Context: an optimization exercise on an open-source flow, tuned for small area. The choices shown serve that exercise and are no tape-out recipe.
In this exercise RTL edits were held to simulation tests only and were not proved equivalent to the original.

==> module axis_rate_gen, before the edit <==
module axis_rate_gen (
    input  logic                   clk,
    input  logic                   rst,
    input  logic                   start,
    input  logic                   tick,
    input  logic                   enable,
    input  logic                   invert,
    input  motion_pkg::velocity_t  vel,
    output logic                   step_req,
    output logic                   step_dir,
    output motion_pkg::position_t  pos
);
    localparam int LO = 16;
    localparam int HI = 32 - LO;
    logic [LO-1:0]      ph_lo;
    logic [HI-1:0]      ph_hi;
    logic               ph_k;
    motion_pkg::phase_t mag;         
    logic [LO-1:0]      s_lo;
    logic [HI-1:0]      s_hi;
    logic               c_lo;
    logic               c_hi;
    logic               c;
    logic               wrap;        
    logic               neg;
    logic               neg_q;
    assign neg = vel[31];
    assign mag = vel ^ {32{neg}};
    always_comb begin
        c = neg;
        for (int i = 0; i < LO; i++) begin
            s_lo[i] = ph_lo[i] ^ mag[i] ^ c;
            c       = (ph_lo[i] & mag[i]) | (c & (ph_lo[i] ^ mag[i]));
        end
        c_lo = c;
        c = ph_k;
        for (int i = 0; i < HI; i++) begin
            s_hi[i] = ph_hi[i] ^ mag[LO+i] ^ c;
            c       = (ph_hi[i] & mag[LO+i]) | (c & (ph_hi[i] ^ mag[LO+i]));
        end
        c_hi = c;
        wrap = c_lo & (&s_hi);
    end
    always_ff @(posedge clk) begin
        if (start) begin
            ph_lo <= '0;
            ph_hi <= '0;
            ph_k  <= 1'b0;
        end else if (tick && enable) begin
            ph_lo <= s_lo;
            ph_hi <= wrap ? '0 : s_hi;
            ph_k  <= c_lo & ~wrap;
        end
        step_req <= tick & enable & ~start & (c_hi | wrap) & ~rst;
        step_dir <= ~neg ^ invert;   
        neg_q    <= neg;
    end
    always_ff @(posedge clk) begin
        if (rst) pos <= '0;
        else     pos <= motion_pkg::incdec(pos, neg_q, step_req);
    end
endmodule
==> module step_pulse_gen, before the edit <==
module step_pulse_gen (
    input  logic               clk,
    input  logic               rst,
    input  logic               step_req,
    input  logic               step_dir,
    input  motion_pkg::word_t  pulse_n,
    output logic               step,
    output logic               dir
);
    logic              setup1;   
    logic              setup2;   
    motion_pkg::word_t cnt_n;    
    always_ff @(posedge clk) begin
        if (rst) begin
            setup1 <= 1'b0;
            setup2 <= 1'b0;
            step   <= 1'b0;
            dir    <= 1'b0;
        end else begin
            setup1 <= step_req;
            setup2 <= setup1 & ~step_req;
            if (step_req) dir <= step_dir;
            if (!step_req) begin
                if (setup2)                                 step <= 1'b1;
                else if (!setup1 && (&cnt_n[31:1]))      step <= 1'b0;
            end
        end
    end
    always_ff @(posedge clk) begin
        if (setup2) cnt_n <= ~pulse_n;
        else        cnt_n <= motion_pkg::inc(cnt_n, 1'b1);
    end
endmodule
==> flow/config.mk <==
export PLATFORM = sky130hd
export DESIGN_NAME = motion_top
export DESIGN_NICKNAME = motion_top
export VERILOG_FILES = /design/flow/design.v
export SDC_FILE = /design/flow/constraint.sdc
export NUM_CORES = 4
export LEC_CHECK = 0
export ABC_AREA = 1
export CAP_MARGIN = 0
export CORE_MARGIN = 2
export CORE_UTILIZATION = 60
export PLACE_DENSITY = 0.7
export SLEW_MARGIN = 0
==> flow/constraint.sdc <==
create_clock -name core_clock -period 10.0 [get_ports {clk}]
set_input_delay 2.0000 -clock core_clock [delete_from_list [all_inputs] [get_ports {clk}]]
set_output_delay 2.0000 -clock core_clock [all_outputs]
set_load 0.01 [all_outputs]
standard.sh (not shown) runs the stock make flow with config.mk's settings and CLKGATE_MAP_FILE= SYNTH_SCRIPT=/design/flow/synth_recipe.tcl, a recipe that flattens the netlist after the stock synthesis.
==> flow/flow/run.sh <==
#!/bin/bash
# Layout flow: the standard synthesis, then the standard ORFS steps with
# one-cell (buf_1) port buffers and a clock tree of clkbuf_8 leaves without
# dummy loads. Each step's full output goes to a log file in this folder
# (and ORFS's own per-stage logs under orfs/logs).
set -euo pipefail

bash standard.sh synth > synth.log 2>&1

CTS="-sink_clustering_enable -repair_clock_nets -dont_use_dummy_load"
CTS="$CTS -buf_list {sky130_fd_sc_hd__clkbuf_8}"
CTS="$CTS -sink_clustering_size 16 -sink_clustering_max_diameter 50"

bash standard.sh \
    "BUFFER_PORTS_ARGS=-buffer_cell sky130_fd_sc_hd__buf_1" \
    "CTS_ARGS=$CTS" \
    finish > layout.log 2>&1
Change:
--- a/flow/design.v
+++ b/flow/design.v
@@ -235,9 +235,9 @@
     logic               neg;
     logic               neg_q;
     assign neg = vel[31];
-    assign mag = vel ^ {32{neg}};
+    assign mag = (vel ^ {32{neg}}) & {32{tick & enable}};
     always_comb begin
-        c = neg;
+        c = neg & tick & enable;
         for (int i = 0; i < LO; i++) begin
             s_lo[i] = ph_lo[i] ^ mag[i] ^ c;
             c       = (ph_lo[i] & mag[i]) | (c & (ph_lo[i] ^ mag[i]));
@@ -256,7 +256,7 @@
             ph_lo <= '0;
             ph_hi <= '0;
             ph_k  <= 1'b0;
-        end else if (tick && enable) begin
+        end else begin
             ph_lo <= s_lo;
             ph_hi <= wrap ? '0 : s_hi;
             ph_k  <= c_lo & ~wrap;
@@ -282,7 +282,7 @@
 );
     logic              setup1;   
     logic              setup2;   
-    motion_pkg::word_t cnt_n;    
+    motion_pkg::word_t cnt;      
     always_ff @(posedge clk) begin
         if (rst) begin
             setup1 <= 1'b0;
@@ -295,13 +295,13 @@
             if (step_req) dir <= step_dir;
             if (!step_req) begin
                 if (setup2)                                 step <= 1'b1;
-                else if (!setup1 && (&cnt_n[31:1]))      step <= 1'b0;
+                else if (!setup1 && (cnt[31:1] == '0)) step <= 1'b0;
             end
         end
     end
     always_ff @(posedge clk) begin
-        if (setup2) cnt_n <= ~pulse_n;
-        else        cnt_n <= motion_pkg::inc(cnt_n, 1'b1);
+        if (setup2) cnt <= pulse_n;
+        else        cnt <= motion_pkg::dec(cnt);
     end
 endmodule
 `timescale 1ns/1ns
What happened: Clock skew rises by 13 ps; die area barely changes; routed wire length rises by 2.0%; fmax falls by about 2.6%; utilization falls by 0.12 points.

[separate check: timing with driven ports]
In the flow no input, the clock included, has a driving cell. The finished layouts below were timed again as built, in two steps. Step 1 sets driving cells, clkbuf_16 on the clock port and buf_2 on the other inputs (assumed; they add their load-dependent delay and slew). Step 2 moves the port delays by t, midway between the first and last clock arrival at a register: inputs arrive t later, outputs are due t later. That takes back most of the time a late clock gives input paths. a / b / c = ideal ports / drivers / drivers and shift; a / b = the first two.
run	t (ns)	setup slack, ns	latest minus earliest clock arrival (ns)
the first run	0.684	1.321 / 1.321 / 1.321	0.050 / 0.050
the second run	0.666	1.086 / 1.086 / 1.086	0.069 / 0.069
After both steps every run listed still meets setup and hold.
